This design comes from an exercise in tuning for small area on the open sky130 flow, not from production work.
In this exercise RTL edits were held to simulation tests only and were not proved equivalent to the original.
Power and IR drop assume default switching activity.

===== flow/design.v =====
package puf_soc_ser_pkg;
  typedef enum logic {
    IDLE  = 1'b0,
    SHIFT = 1'b1
  } ser_state_e;
  localparam logic LSB_FIRST = 1'b0;
  localparam logic MSB_FIRST = 1'b1;
  function automatic integer len_w(input integer fram_size);
    len_w = $clog2(fram_size + 1);
  endfunction
  function automatic integer cnt_w(input integer fram_size, input integer lanes);
    cnt_w = $clog2(fram_size / lanes + 1);
  endfunction
endpackage
module puf_soc_ser_hold #(
  parameter int W = 8
) (
  input  logic         clk,
  input  logic         rst,
  input  logic         in_vld,
  output logic         in_rdy,
  input  logic [W-1:0] in_dat,
  output logic         out_vld,
  input  logic         out_rdy,
  output logic [W-1:0] out_dat
);
  logic         full_q;
  logic [W-1:0] dat_q;
  always_ff @(posedge clk) begin
    if (rst)                    full_q <= 1'b0;
    else if (in_vld && !full_q) full_q <= 1'b1;
    else if (out_rdy)           full_q <= 1'b0;
  end
  always_ff @(posedge clk) begin
    if (!full_q) dat_q <= in_dat;
  end
  assign in_rdy  = ~full_q;
  assign out_vld = full_q;
  assign out_dat = dat_q;
endmodule
import puf_soc_ser_pkg::*;
module puf_soc_serializer #(
  parameter int FRAM_SIZE = 160,
  parameter int LANES     = 1,
  parameter int LEN_W     = $clog2(FRAM_SIZE + 1)
) (
  input  logic                 clk,
  input  logic                 rst,
  input  logic                 i_tx_en,
  input  logic                 i_msb_first,
  input  logic [LEN_W-1:0]     i_ld_len,
  input  logic                 i_ld_valid,
  input  logic [FRAM_SIZE-1:0] i_ld_data,
  output logic                 o_ld_ready,
  output logic                 o_tx_valid,
  output logic [LANES-1:0]     o_tx_data,
  output logic                 o_tx_last,
  input  logic                 i_tx_ready,
  output logic                 o_tx_done,
  output logic                 o_busy
);
  localparam int               POS_W    = $clog2(FRAM_SIZE + 1);
  localparam logic [LEN_W-1:0] FRAM_LEN = LEN_W'(FRAM_SIZE);
  localparam int               HW       = FRAM_SIZE + POS_W + 1;
  logic [POS_W-1:0] in_n;
  assign in_n = (i_ld_len == '0 || i_ld_len > FRAM_LEN) ? POS_W'(FRAM_SIZE) : POS_W'(i_ld_len);
  logic                 h_vld, launch;
  logic [HW-1:0]        h_dat;
  logic                 h_msb;
  logic [POS_W-1:0]     h_n;
  logic [FRAM_SIZE-1:0] h_data;
  puf_soc_ser_hold #(.W(HW)) u_hold (
    .clk     (clk),
    .rst     (rst),
    .in_vld  (i_ld_valid),
    .in_rdy  (o_ld_ready),
    .in_dat  ({i_msb_first, in_n, i_ld_data}),
    .out_vld (h_vld),
    .out_rdy (launch),
    .out_dat (h_dat)
  );
  assign h_msb  = h_dat[HW-1];
  assign h_n    = h_dat[FRAM_SIZE +: POS_W];
  assign h_data = h_dat[FRAM_SIZE-1:0];
  logic                 send_q, vld_q, done_q;
  logic                 dir_q;
  logic [POS_W-1:0]     pos_q, end_q;
  logic [FRAM_SIZE-1:0] dat_q;
  logic                 last, taken;
  assign last   = (pos_q == end_q);
  assign taken  = vld_q & i_tx_ready;
  assign launch = h_vld & i_tx_en & (~send_q | (taken & last));
  always_ff @(posedge clk) begin
    if (rst) begin
      send_q <= 1'b0;
      vld_q  <= 1'b0;
      done_q <= 1'b0;
    end else begin
      done_q <= taken & last;
      if (launch) begin
        send_q <= 1'b1;
        vld_q  <= 1'b1;
      end else if (taken) begin
        if (last) begin
          send_q <= 1'b0;
          vld_q  <= 1'b0;
        end else begin
          vld_q  <= i_tx_en;
        end
      end else if (send_q) begin
        vld_q <= vld_q | i_tx_en;
      end
    end
  end
  always_ff @(posedge clk) begin
    if (launch) begin
      dat_q <= h_data;
      dir_q <= h_msb;
      pos_q <= h_msb ? h_n : POS_W'(1);
      end_q <= h_msb ? POS_W'(1) : h_n;
    end else if (taken && !last) begin
      pos_q <= dir_q ? pos_q - 1'b1 : pos_q + 1'b1;
    end
  end
  logic [255:0] rd0;
  logic [63:0]  rd1;
  logic [15:0]  rd2;
  logic [3:0]   rd3;
  always_comb begin
    rd0 = {95'd0, dat_q, 1'b0};
    for (int i = 0; i < 64; i++) rd1[i] = rd0[4*i + pos_q[1:0]];
    for (int i = 0; i < 16; i++) rd2[i] = rd1[4*i + pos_q[3:2]];
    for (int i = 0; i < 4; i++)  rd3[i] = rd2[4*i + pos_q[5:4]];
  end
  assign o_tx_valid = vld_q;
  assign o_tx_data  = rd3[pos_q[7:6]];
  assign o_tx_last  = last;
  assign o_tx_done  = done_q;
  assign o_busy     = send_q | h_vld;
endmodule

===== flow/flow/run.sh =====
#!/bin/bash
# Standard synthesis unchanged. The layout is the standard one except: the port buffers are the
# smallest buffer cell, and clock tree synthesis uses larger sink clusters and no dummy loads.
set -euo pipefail
bash standard.sh synth > synth.log 2>&1
bash standard.sh "BUFFER_PORTS_ARGS=-buffer_cell sky130_fd_sc_hd__buf_1" \
  "CTS_ARGS=-sink_clustering_enable -repair_clock_nets -dont_use_dummy_load -sink_clustering_size 30 -sink_clustering_max_diameter 35 -buf_list sky130_fd_sc_hd__clkbuf_8" \
  finish > layout.log 2>&1

===== flow/standard.sh =====
#!/bin/bash
# synth_recipe.tcl (not shown) runs the flow's synth.tcl, then flattens the netlist and writes it again
# the make line also repeats each setting of config.mk as NAME=value (left out here)
make -C /OpenROAD-flow-scripts/flow DESIGN_CONFIG=/design/flow/config.mk WORK_HOME=/design/flow/orfs CLKGATE_MAP_FILE= SYNTH_SCRIPT=/design/flow/synth_recipe.tcl "${@:-finish}"

===== flow/config.mk =====
export PLATFORM = sky130hd
export DESIGN_NAME = puf_soc_serializer
export DESIGN_NICKNAME = puf_soc_serializer
export VERILOG_FILES = /design/flow/design.v
export SDC_FILE = /design/flow/constraint.sdc
export NUM_CORES = 4
export LEC_CHECK = 0
export CAP_MARGIN = 20
export CORE_MARGIN = 2
export CORE_UTILIZATION = 65
export PLACE_DENSITY = 0.8
export SLEW_MARGIN = 20

===== flow/constraint.sdc =====
create_clock -name core_clock -period 6.0 [get_ports {clk}]
set_input_delay 1.2000 -clock core_clock [delete_from_list [all_inputs] [get_ports {clk}]]
set_output_delay 1.2000 -clock core_clock [all_outputs]
set_load 0.01 [all_outputs]

==> run_results.csv, run 1 <==
group,metric,value,unit
run_status,status,"complete, no violations",
placement,place_ws,1560,ps
worst_setup_path,slowest_stage_cell_cp,"sky130_fd_sc_hd__edfxtp_1",
sta,hold_ws,389,ps
clock_tree,hold_buffers,0,
worst_setup_path,critical_path.startpoint_type,"register",
worst_setup_path,critPathTopFamily,"multiplexers",
floorplanning,dieArea,20400,sq um
sta,setup_slack,1070,ps
global_route,globalRouteTotalUtil,22.5,%
global_route,wire_length_of_the_first_global_routing_pass,33.5,mm
detailed_routing,drc_errors,0,
clock_tree,clkLatencyLatePin,540,ps
finish,most_frequent_standard_cell_in_the_layout_excluding_fill_and_tap_cells,"sky130_fd_sc_hd__edfxtp_1",
sta,timing.max_slew.rel_slack,30.1,%
clock_tree,cts_post_setup_buffers_inserted,0,
clock_tree,cts_buffers,41,
sta,finClkSkew,70.9,ps
sta,tns,0,ps
power_and_ir_drop,vdd_ir_drop_max,0.258,mV
clock_tree,cts_repair_resize_count,0,
detailed_routing,drt_iter0_drc,601,
global_route,grt_max_degree,124,
logic_synthesis,ys_dominant_reg_cell,"sky130_fd_sc_hd__edfxtp_1",
logic_synthesis,mean_syn_cell_area,22.0,sq um
logic_synthesis,synth.cell_area,12500,sq um
detailed_routing,routed_vias,6021,
placement,dp.final_hpwl,15.4,mm
power_and_ir_drop,power_per_cell_area,323,nW/um^2
placement,globalplace.congestion,0.797,
finish,signed_area_change_from_the_synthesized_netlist_to_the_final_layout,12.2,%
worst_setup_path,maximum_single_stage_delay_on_the_critical_path,710,ps
worst_setup_path,timing.critical_path.buf_inv,2,
worst_setup_path,critPathRequiredTime,4800,ps
floorplanning,initial_utilization,66.6,%
worst_setup_path,worst-setup-path-type,"register to primary output",
sta,fmax,203,MHz
finish,final_area,14100,sq um
clock_tree,clk_root_buffer_cell,"sky130_fd_sc_hd__clkbuf_8",
worst_setup_path,timing.critical_path.fanout_max,39,
floorplanning,die_w,143,um
logic_synthesis,postSynth.asyncResetShare,0,%
logic_synthesis,synth.lib_cells_used.distinct,50,
logic_synthesis,post_synth_main_area_contributors,"sky130_fd_sc_hd__edfxtp_1 (83%), sky130_fd_sc_hd__mux4_2 (6.3%), sky130_fd_sc_hd__mux2i_1 (0.88%)",
sta,final-setup-viol-count,0,
detailed_routing,avgRoutedWirePerCell,21.7,um
finish,layout_common_cells,"sky130_fd_sc_hd__edfxtp_1 (346), sky130_fd_sc_hd__buf_1 (179), sky130_fd_sc_hd__clkbuf_8 (41)",
clock_tree,clk_pin_slew_worst_paths,90,ps
floorplanning,coreArea,18800,sq um
finish,antenna-diode-count,0,
global_route,first_global_vias,6155,
worst_setup_path,critical_path.cell_chain,"buf_4 > mux4_2 > mux4_2 > and3_1 > nor4_1 > a211oi_1 > buf_1",
clock_tree,htree_levels,2,
sta,finalCriticalPeriod,4930,ps
detailed_routing,drtPass1Iterations,5,
worst_setup_path,path_common_cell,"sky130_fd_sc_hd__mux4_2",
floorplanning,row_count,50,
floorplanning,die-height,143,um
finish,drive_above_1_share,11.7,%
detailed_routing,sum_of_routed_wire_length_over_all_layers,22.5,mm
sta,period_share,82.2,%
power_and_ir_drop,static-leakage-power,4.59,nW
clock_tree,ctsLongestPathBuffers,3,
placement,detailed_place.area,13500,sq um
logic_synthesis,synth_warnings,2,
logic_synthesis,synth-seq-cells,350,
sta,setup_repair_after_global_routing_missed_its_margin,"no",
worst_setup_path,data_arrival_critical_path,3730,ps
logic_synthesis,yosysTopAreaCell,"sky130_fd_sc_hd__edfxtp_1",
sta,timing.final.max_slew_violations,0,
global_route,grt-ovfl-total,0,
logic_synthesis,fraction_of_the_yosys_area_taken_by_sequential_cells,83.5,%
finish,num-nets-final,961,
logic_synthesis,synth_top_area_share,82.8,%
logic_synthesis,synth_enable_flop_cells,346,
global_route,antenna_violations_before_repair,0,
logic_synthesis,synthCells,569,
detailed_routing,drtAntennaViolNets,0,
logic_synthesis,syn_nets,750,
clock_tree,tritoncts_clock_tree,"done",
power_and_ir_drop,total_power,4.55,mW
sta,worst-slew-pin-transition,1050,ps
worst_hold_path,holdCritPathClass,"register to register",
detailed_routing,detail_route.vias_per_cell,5.80,
clock_tree,cts_sinks,350,
worst_setup_path,cp-end-kind,"primary output",
flow_run,number_of_maximum_capacitance_violations,0,
sta,finalHoldViolCount,0,
placement,place.port_buffers,179,
floorplanning,ios,180,
worst register-to-register path, stage by stage, from the launching register on:
cell and delay, ps:
sky130_fd_sc_hd__edfxtp_1 1040, sky130_fd_sc_hd__buf_4 480, sky130_fd_sc_hd__xnor2_1 170, sky130_fd_sc_hd__nand4_1 170, sky130_fd_sc_hd__o31ai_1 350, sky130_fd_sc_hd__nand3_1 310, sky130_fd_sc_hd__inv_6 820, sky130_fd_sc_hd__buf_12 460
where the power goes:
group	total, mW	switching, mW	internal [mW]	leakage (nW)
registers	2.96	0.0745	2.88	3.38
logic	0.288	0.166	0.122	0.919
clock network	1.30	0.696	0.606	0.295
through the flow:
step | std cells | util (%)
after floorplan | 569 | -
after global placement | 997 | 71.7
after detailed placement | 997 | 71.7
after CTS | 1038 | 74.7
after global routing | 1038 | 74.7
final | 1038 | 74.7
synthesized netlist by cell type (4+ instances only):
cell type	instances
sky130_fd_sc_hd__edfxtp_1	346
sky130_fd_sc_hd__mux4_2	35
sky130_fd_sc_hd__nor2b_1	13
sky130_fd_sc_hd__nand3_1	12
sky130_fd_sc_hd__mux2i_1	11
sky130_fd_sc_hd__nand2_1	11
sky130_fd_sc_hd__a21oi_1	10
sky130_fd_sc_hd__o21ai_0	10
sky130_fd_sc_hd__xnor2_1	10
sky130_fd_sc_hd__inv_1	9
sky130_fd_sc_hd__nor2_1	8
sky130_fd_sc_hd__and2_1	6
sky130_fd_sc_hd__buf_4	6
sky130_fd_sc_hd__ha_1	6
sky130_fd_sc_hd__nor4_1	6
sky130_fd_sc_hd__buf_2	5
sky130_fd_sc_hd__clkbuf_1	5
sky130_fd_sc_hd__a211oi_1	4
sky130_fd_sc_hd__dfxtp_1	4
sky130_fd_sc_hd__o31ai_1	4
flip-flops by register name (all words and copies together), names as in the netlist:
| register | flops |
|---|---|
| vld_q | 1 |
| u_hold.full_q | 1 |
| dat_q | 160 |
| pos_q | 8 |
| dir_q | 1 |
| end_q | 8 |
| u_hold.dat_q | 169 |
| done_q | 1 |
| send_q | 1 |
worst paths after layout:
check	from	to	slack [ps]	cells after the start
setup / recovery	pos_q[0]	o_tx_data[0]	1070	7
hold / removal	u_hold.dat_q[34]	dat_q[34]	390	0
setup reg to reg	pos_q[1]	dat_q[71]	1860	7
hold reg to reg	u_hold.dat_q[34]	dat_q[34]	390	0
area by class of cell:
cell class / count / area (sq um)
clock buffers: 41 / 564
repair buffers: 186 / 737
flip-flops and latches: 350 / 10500
well taps: 260 / 325
multi-input cells: 190 / 1920
inverters: 11 / 51.3
fillers: 1022 / 4760
cell families (layout without fill, tap and decap cells):
| family | count (synthesis) | after routing | synth area share, % |
|---|---|---|---|
| muxes | 52 | 52 | 8.06 |
| DFF | 350 | 350 | 83.5 |
| xor gates and xnor gates | 13 | 13 | 0.908 |
| and+or+nand+nor | 72 | 72 | 3.13 |
| AOI/OAI and AO/OA | 46 | 46 | 2.44 |
| adders and majority gates | 7 | 7 | 0.758 |
| buffers and inverters | 29 | 238 | 1.22 |
per-layer routing:
layer / track usage (%) / wire length, um / share of wire [%] / up-vias
met4: 8.08 / 641 / 2.8 / 2
met5: 1.50 / 26 / 0.12 / -
li1: - / - / - / 2705
met3: 4.86 / 1840 / 8.2 / 47
met2: 35.7 / 11000 / 49 / 321
met1: 31.6 / 9000 / 40 / 2946
==> run 2: changes to the inputs <==
==> flow/flow/run.sh (replaced) <==
#!/bin/bash
# Standard synthesis unchanged. The layout is the standard one except: the port buffers are the
# smallest buffer cell, and clock tree synthesis uses larger sink clusters and no dummy loads.
set -euo pipefail
bash standard.sh synth > synth.log 2>&1
bash standard.sh "BUFFER_PORTS_ARGS=-buffer_cell sky130_fd_sc_hd__buf_1" \
  "CTS_ARGS=-sink_clustering_enable -repair_clock_nets -dont_use_dummy_load -sink_clustering_size 8 -sink_clustering_max_diameter 30 -buf_list {sky130_fd_sc_hd__clkbuf_2 sky130_fd_sc_hd__clkbuf_4}" \
  finish > layout.log 2>&1
==> run_results.csv, run 2 <==
group,metric,value,unit
global_route,antenna_violations_before_repair,1,
worst_setup_path,reg2reg_depth,7,
worst_hold_path,min_delay_path_depth,0,
sta,worst-slew-pin-transition,1050,ps
sta,setup_repair_after_global_routing_missed_its_margin,"no",
power_and_ir_drop,power.share.sequential,67.5,%
worst_hold_path,hold_path.startpoint,"u_hold.dat_q[147]",
clock_tree,clkLatencyLatePin,690,ps
floorplanning,coreArea,18800,sq um
floorplanning,die-height,143,um
finish,drive_above_1_share,13.5,%
power_and_ir_drop,pwr-share-clk,25.9,%
finish,final_area,13900,sq um
placement,dp.final_hpwl,15.4,mm
logic_synthesis,ys_dominant_reg_cell,"sky130_fd_sc_hd__edfxtp_1",
clock_tree,cts_buffers,57,
floorplanning,initial_utilization,66.6,%
clock_tree,htree_levels,2,
worst_setup_path,critPathRequiredTime,4800,ps
sta,timing.max_slew.rel_slack,30.0,%
clock_tree,cts_sinks,350,
logic_synthesis,synth_enable_flop_cells,346,
power_and_ir_drop,vdd_ir_drop_max,0.188,mV
logic_synthesis,synthCells,569,
clock_tree,ctsLongestPathBuffers,3,
placement,detailed_place.area,13500,sq um
logic_synthesis,synth-seq-cells,350,
floorplanning,ios,180,
global_route,grt-ovfl-total,0,
detailed_routing,detail_route.vias_per_cell,5.84,
sta,period_share,84.7,%
finish,top_register,"u_hold.dat_q",
clock_tree,hold_buffers,0,
worst_setup_path,timing.critical_path.fanout_max,39,
finish,layout_top_registers,"u_hold.dat_q: 169 flops, dat_q: 160 flops",
finish,signed_area_change_from_the_synthesized_netlist_to_the_final_layout,11.1,%
power_and_ir_drop,switching_power,0.945,mW
finish,largest_register_ff_count,169,
sta,setup_slack,918,ps
worst_setup_path,data_arrival_critical_path,3880,ps
logic_synthesis,fraction_of_the_yosys_area_taken_by_sequential_cells,83.5,%
logic_synthesis,synth.most_common_cell,"sky130_fd_sc_hd__edfxtp_1",
power_and_ir_drop,power.share.combinational,6.6,%
sta,tns,0,ps
worst_hold_path,worst_hold_path.endpoint,"dat_q[147]",
logic_synthesis,synth.lib_cells_used.distinct,50,
logic_synthesis,post_synth_main_area_contributors,"sky130_fd_sc_hd__edfxtp_1 (83%), sky130_fd_sc_hd__mux4_2 (6.3%), sky130_fd_sc_hd__mux2i_1 (0.88%)",
placement,placedCellCount,997,
clock_tree,clk_root_buffer_cell,"sky130_fd_sc_hd__clkbuf_4",
finish,finalNonFillerCells,1055,
logic_synthesis,postSynth.asyncResetShare,0,%
worst_setup_path,critical_path.reg2reg.endpoint,"dat_q[69]",
floorplanning,dieArea,20400,sq um
sta,finClkSkew,71.9,ps
global_route,wire_length_of_the_first_global_routing_pass,33.9,mm
run_status,status,"complete, no violations",
floorplanning,row_count,50,
global_route,globalRouteTotalUtil,22.8,%
clock_tree,clk_pin_slew_worst_paths,90,ps
detailed_routing,avgRoutedWirePerCell,21.7,um
power_and_ir_drop,power.switching_fraction,21.6,%
placement,place_ws,1560,ps
floorplanning,die_w,143,um
worst_setup_path,r2r_start,"pos_q[1]",
detailed_routing,drc_errors,0,
detailed_routing,drtAntennaViolNets,0,
worst_hold_path,holdCritPathClass,"register to register",
worst_setup_path,worst_setup_path_startpoint,"pos_q[0]",
clock_tree,tritoncts_clock_tree,"done",
sta,finalCriticalPeriod,5080,ps
sta,final-setup-viol-count,0,
sta,fmax,197,MHz
detailed_routing,drtPass1Iterations,5,
worst_setup_path,rrSetupSlack,1860,ps
finish,number_of_fillers_in_the_final_layout,1078,
logic_synthesis,yosysTopAreaCell,"sky130_fd_sc_hd__edfxtp_1",
logic_synthesis,mean_syn_cell_area,22.0,sq um
worst_setup_path,critical_path.startpoint_type,"register",
logic_synthesis,synth_top_area_share,82.8,%
finish,num-nets-final,977,
worst_setup_path,worst-setup-path-type,"register to primary output",
power_and_ir_drop,power_per_cell_area,314,nW/um^2
finish,layout_common_cells,"sky130_fd_sc_hd__edfxtp_1 (346), sky130_fd_sc_hd__buf_1 (179), sky130_fd_sc_hd__clkbuf_4 (57)",
detailed_routing,routed_vias,6161,
placement,place.port_buffers,179,
power_and_ir_drop,p_int,3.43,mW
finish,most_frequent_standard_cell_in_the_layout_excluding_fill_and_tap_cells,"sky130_fd_sc_hd__edfxtp_1",
global_route,first_global_vias,6344,
global_route,grt_max_degree,124,
clock_tree,cts_repair_resize_count,0,
clock_tree,cts_post_setup_buffers_inserted,0,
logic_synthesis,syn_nets,750,
sta,finalHoldViolCount,0,
logic_synthesis,leading_cell_types_by_count_after_synthesis,"sky130_fd_sc_hd__edfxtp_1 (346), sky130_fd_sc_hd__mux4_2 (35), sky130_fd_sc_hd__nor2b_1 (13)",
detailed_routing,drt_iter0_drc,539,
power_and_ir_drop,static-leakage-power,4.56,nW
detailed_routing,sum_of_routed_wire_length_over_all_layers,22.9,mm
logic_synthesis,synth_warnings,2,
worst_setup_path,cp-end-kind,"primary output",
logic_synthesis,synth.cell_area,12500,sq um
flow_run,number_of_maximum_capacitance_violations,0,
placement,globalplace.congestion,0.797,
sta,timing.final.max_slew_violations,0,
## run 2: area by class of cell
cell class	instances	area, sq um	share of cell area [%]
antenna	1	2.50	0.0180
clock buffer	57	428	3.07
inverter	11	51.3	0.368
multi-input combinational	190	1920	13.8
sequential	350	10500	75.1
tap	260	325	2.33
timing repair buffer	186	737	5.29
## run 2: how the worst max path moves through the flow
stage / to / slack [ps] / cells past startpoint
final: o_tx_data[0] / 920 / 7
after global routing: o_tx_data[0] / 570 / 8
after CTS: o_tx_data[0] / 870 / 7
after detailed placement: o_tx_data[0] / 1560 / 7
after global placement: o_tx_data[0] / 1700 / 7
after floorplan: o_ld_ready / 1130 / 1
## run 2: logic make-up after synthesis
group / share of synthesized area [%]
buffers and inverters: 1.22
AND/OR/NAND/NOR: 3.13
XOR/XNOR: 0.908
multiplexers: 8.06
AO/OA/AOI/OAI: 2.44
flip-flops: 83.5
adder cells (fa/ha/maj): 0.758
## run 2: layer usage
layer	global-route usage (%)	wire, um
met5	0	0
met4	7.87	488
met3	5.97	2080
met2	35.8	11200
met1	31.9	9110
## run 2: power groups by stage
stage / sequential [mW] / combinational, mW / clock [mW]
floorplan: 2.97 / 0.198 / 0
global placement: 3.00 / 0.274 / 0
detailed placement: 3.01 / 0.289 / 0
CTS: 2.96 / 0.290 / 1.16
global route: 2.97 / 0.316 / 1.26
finish: 2.95 / 0.289 / 1.14
## run 2: stage by stage
step | hold slack, ps | utilization (%) | total power, mW
2_1_floorplan | 400 | - | 3.17
3_3_place_gp | 402 | 71.7 | 3.27
3_5_place_dp | 405 | 71.7 | 3.30
4_1_cts | 406 | 74.0 | 4.41
5_1_grt | 419 | 74.0 | 4.54
6_report | 406 | 74.0 | 4.38
## run 2: worst max-delay path, cell delays in order, from the launching register on
cell and delay [ps]:
sky130_fd_sc_hd__edfxtp_1 720, sky130_fd_sc_hd__buf_4 710, sky130_fd_sc_hd__mux4_2 630, sky130_fd_sc_hd__mux4_2 470, sky130_fd_sc_hd__and3_1 190, sky130_fd_sc_hd__nor4_1 220, sky130_fd_sc_hd__a211oi_1 80, sky130_fd_sc_hd__buf_1 180
==> run 3: changes to the inputs <==
==> flow/flow/run.sh (replaced) <==
#!/bin/bash
# Standard synthesis unchanged. The layout is the standard one except: the port buffers are the
# smallest buffer cell, and clock tree synthesis uses larger sink clusters and no dummy loads.
set -euo pipefail
bash standard.sh synth > synth.log 2>&1
bash standard.sh "BUFFER_PORTS_ARGS=-buffer_cell sky130_fd_sc_hd__buf_1" \
  "CTS_ARGS=-sink_clustering_enable -repair_clock_nets -dont_use_dummy_load -sink_clustering_size 24 -sink_clustering_max_diameter 50 -buf_list sky130_fd_sc_hd__clkbuf_8" \
  finish > layout.log 2>&1
==> run_results.csv, run 3 <==
group,metric,value,unit
global_route,grt_max_degree,124,
worst_setup_path,slowest_stage_cell_cp,"sky130_fd_sc_hd__edfxtp_1",
sta,hold_ws,405,ps
sta,timing.final.max_slew_violations,0,
sta,finClkSkew,57.3,ps
sta,finalCriticalPeriod,5020,ps
logic_synthesis,yosysTopAreaCell,"sky130_fd_sc_hd__edfxtp_1",
worst_setup_path,worst-setup-path-type,"register to primary output",
sta,finalHoldViolCount,0,
logic_synthesis,synth_warnings,2,
flow_run,number_of_maximum_capacitance_violations,0,
sta,period_share,83.7,%
detailed_routing,drc_errors,0,
clock_tree,cts_repair_resize_count,0,
finish,most_frequent_standard_cell_in_the_layout_excluding_fill_and_tap_cells,"sky130_fd_sc_hd__edfxtp_1",
global_route,first_global_vias,6089,
global_route,wire_length_of_the_first_global_routing_pass,33.2,mm
detailed_routing,sum_of_routed_wire_length_over_all_layers,22.5,mm
finish,antenna-diode-count,0,
worst_setup_path,maximum_single_stage_delay_on_the_critical_path,720,ps
global_route,antenna_violations_before_repair,0,
power_and_ir_drop,power.share.sequential,67.8,%
worst_setup_path,critical_path.cell_chain,"buf_4 > mux4_2 > mux4_2 > and3_1 > nor4_1 > a211oi_1 > buf_1",
detailed_routing,routed_vias,5988,
placement,dp.final_hpwl,15.4,mm
clock_tree,cts_post_setup_buffers_inserted,0,
logic_synthesis,synth_top_area_share,82.8,%
worst_setup_path,timing.critical_path.fanout_max,39,
power_and_ir_drop,power_per_cell_area,313,nW/um^2
floorplanning,initial_utilization,66.6,%
worst_hold_path,holdCritPathClass,"register to register",
clock_tree,ctsLongestPathBuffers,3,
global_route,globalRouteTotalUtil,22.2,%
detailed_routing,drt_iter0_drc,540,
finish,layout_top_registers,"u_hold.dat_q: 169 flops, dat_q: 160 flops",
logic_synthesis,postSynth.asyncResetShare,0,%
floorplanning,die_w,143,um
power_and_ir_drop,pwr-share-clk,25.5,%
finish,drive_above_1_share,10.4,%
floorplanning,coreArea,18800,sq um
floorplanning,row_count,50,
finish,utilization,73.9,%
detailed_routing,drtPass1Iterations,5,
logic_synthesis,leading_cell_types_by_count_after_synthesis,"sky130_fd_sc_hd__edfxtp_1 (346), sky130_fd_sc_hd__mux4_2 (35), sky130_fd_sc_hd__nor2b_1 (13)",
finish,layout_common_cells,"sky130_fd_sc_hd__edfxtp_1 (346), sky130_fd_sc_hd__buf_1 (179), sky130_fd_sc_hd__mux4_2 (35)",
worst_setup_path,path_common_cell,"sky130_fd_sc_hd__mux4_2",
global_route,grt-ovfl-total,0,
logic_synthesis,synth.most_common_cell,"sky130_fd_sc_hd__edfxtp_1",
logic_synthesis,fraction_of_the_yosys_area_taken_by_sequential_cells,83.5,%
clock_tree,tritoncts_clock_tree,"done",
placement,place.port_buffers,179,
sta,final-setup-viol-count,0,
power_and_ir_drop,static-leakage-power,4.51,nW
sta,worst-slew-pin-transition,1050,ps
clock_tree,clk_root_buffer_cell,"sky130_fd_sc_hd__clkbuf_8",
power_and_ir_drop,power.share.combinational,6.6,%
sta,timing.max_slew.rel_slack,29.7,%
logic_synthesis,post_synth_main_area_contributors,"sky130_fd_sc_hd__edfxtp_1 (83%), sky130_fd_sc_hd__mux4_2 (6.3%), sky130_fd_sc_hd__mux2i_1 (0.88%)",
finish,top_register,"u_hold.dat_q",
floorplanning,die-height,143,um
finish,largest_register_ff_count,169,
logic_synthesis,synth.lib_cells_used.distinct,50,
logic_synthesis,synth.cell_area,12500,sq um
power_and_ir_drop,switching_power,0.910,mW
logic_synthesis,ys_dominant_reg_cell,"sky130_fd_sc_hd__edfxtp_1",
sta,fmax,199,MHz
finish,signed_area_change_from_the_synthesized_netlist_to_the_final_layout,11.0,%
floorplanning,ios,180,
detailed_routing,detail_route.vias_per_cell,5.83,
clock_tree,clkLatencyLatePin,580,ps
sta,setup_repair_after_global_routing_missed_its_margin,"no",
worst_setup_path,data_arrival_critical_path,3820,ps
logic_synthesis,synth-seq-cells,350,
logic_synthesis,synth_enable_flop_cells,346,
finish,num-nets-final,950,
clock_tree,cts_buffers,30,
clock_tree,htree_levels,1,
logic_synthesis,synthCells,569,
worst_setup_path,critPathRequiredTime,4800,ps
clock_tree,clk_pin_slew_worst_paths,110,ps
clock_tree,cts_sinks,350,
logic_synthesis,mean_syn_cell_area,22.0,sq um
sta,setup_slack,979,ps
detailed_routing,avgRoutedWirePerCell,21.9,um
power_and_ir_drop,vdd_ir_drop_max,0.225,mV
worst_setup_path,cp-end-kind,"primary output",
worst_setup_path,critical_path.startpoint_type,"register",
power_and_ir_drop,power.switching_fraction,20.9,%
detailed_routing,drtAntennaViolNets,0,
clock_tree,hold_buffers,0,
logic_synthesis,syn_nets,750,
placement,globalplace.congestion,0.797,
floorplanning,dieArea,20400,sq um
run_status,status,"complete, no violations",
placement,place_ws,1560,ps
power_and_ir_drop,p_int,3.45,mW
sta,tns,0,ps
-- run 3: per-layer routing --
layer / routed length, um / track usage [%]
met1: 9190 / 32.0
met2: 10900 / 35.1
met3: 1700 / 4.39
met4: 620 / 6.88
met5: 37 / 1.50
-- run 3: critical path: cells and delay by family (launching register included) --
kind                   cells  cell delay [ps]
buffers and inverters      2              890
muxes                      2             1110
AOI/OAI and AO/OA          1               90
and+or+nand+nor            2              430
DFF                        1              720
-- run 3: logic make-up (layout without fill, tap and decap cells) --
| kind of cell | count (synthesis) | count (layout) | synth area share [%] |
|---|---|---|---|
| DFF | 350 | 350 | 83.5 |
| and+or+nand+nor | 72 | 72 | 3.13 |
| muxes | 52 | 52 | 8.06 |
| AOI/OAI and AO/OA | 46 | 46 | 2.44 |
| buffers and inverters | 29 | 227 | 1.22 |
| xor gates and xnor gates | 13 | 13 | 0.908 |
| adders and majority gates | 7 | 7 | 0.758 |
-- run 3: worst paths after layout --
check	start	to	slack [ps]	cells after the start
setup / recovery	pos_q[0]	o_tx_data[0]	980	7
hold / removal	u_hold.dat_q[8]	dat_q[8]	410	0
setup reg to reg	pos_q[1]	dat_q[98]	1850	7
hold reg to reg	u_hold.dat_q[8]	dat_q[8]	410	0
-- run 3: cell type report --
cell class	count	area, sq um
repair buffers	186	737
flip-flops and latches	350	10500
fillers	1050	4910
multi-input cells	190	1920
well taps	260	325
inverters	11	51.3
clock buffers	30	413
-- run 3: metrics by stage --
stage | area (sq um) | instances | total power, mW
floorplan | 12500 | 569 | 3.17
global placement | 13500 | 997 | 3.27
detailed placement | 13500 | 997 | 3.30
CTS | 13900 | 1027 | 4.38
global route | 13900 | 1027 | 4.50
finish | 13900 | 1027 | 4.36
-- run 3: power groups by stage --
| stage | logic (mW) | clock network, mW | registers, mW |
|---|---|---|---|
| floorplan | 0.198 | 0 | 2.97 |
| global placement | 0.274 | 0 | 3.00 |
| detailed placement | 0.289 | 0 | 3.01 |
| CTS | 0.290 | 1.13 | 2.96 |
| global route | 0.316 | 1.21 | 2.97 |
| finish | 0.289 | 1.11 | 2.95 |

[separate check: timing with driven ports]
In the flow no input, the clock included, has a driving cell. The finished layouts below were timed again as built, in two steps.
Step 1 sets driving cells, clkbuf_16 on the clock port and buf_2 on the other inputs (assumed; they add their load-dependent delay and slew).
Step 2, shift: input delay + t, output delay - t, t = (earliest + latest rising clock arrival at the registers) / 2. This alone moves slack from input paths to output paths.
Slacks: ideal / step 1 / step 2; pairs: ideal / step 1.
run	t (ns)	setup slack, ns	hold WS [ns]	worst register clock-pin slew, ns
run 1	0.553	1.070 / 1.025 / 1.579	0.389 / 0.389 / 0.389	0.09 / 0.09
run 2	0.696	0.918 / 0.874 / 1.570	0.406 / 0.406 / 0.406	0.09 / 0.09
run 3	0.601	0.979 / 0.940 / 1.541	0.405 / 0.405 / 0.405	0.11 / 0.11
After both steps setup and hold are still met in every run listed.
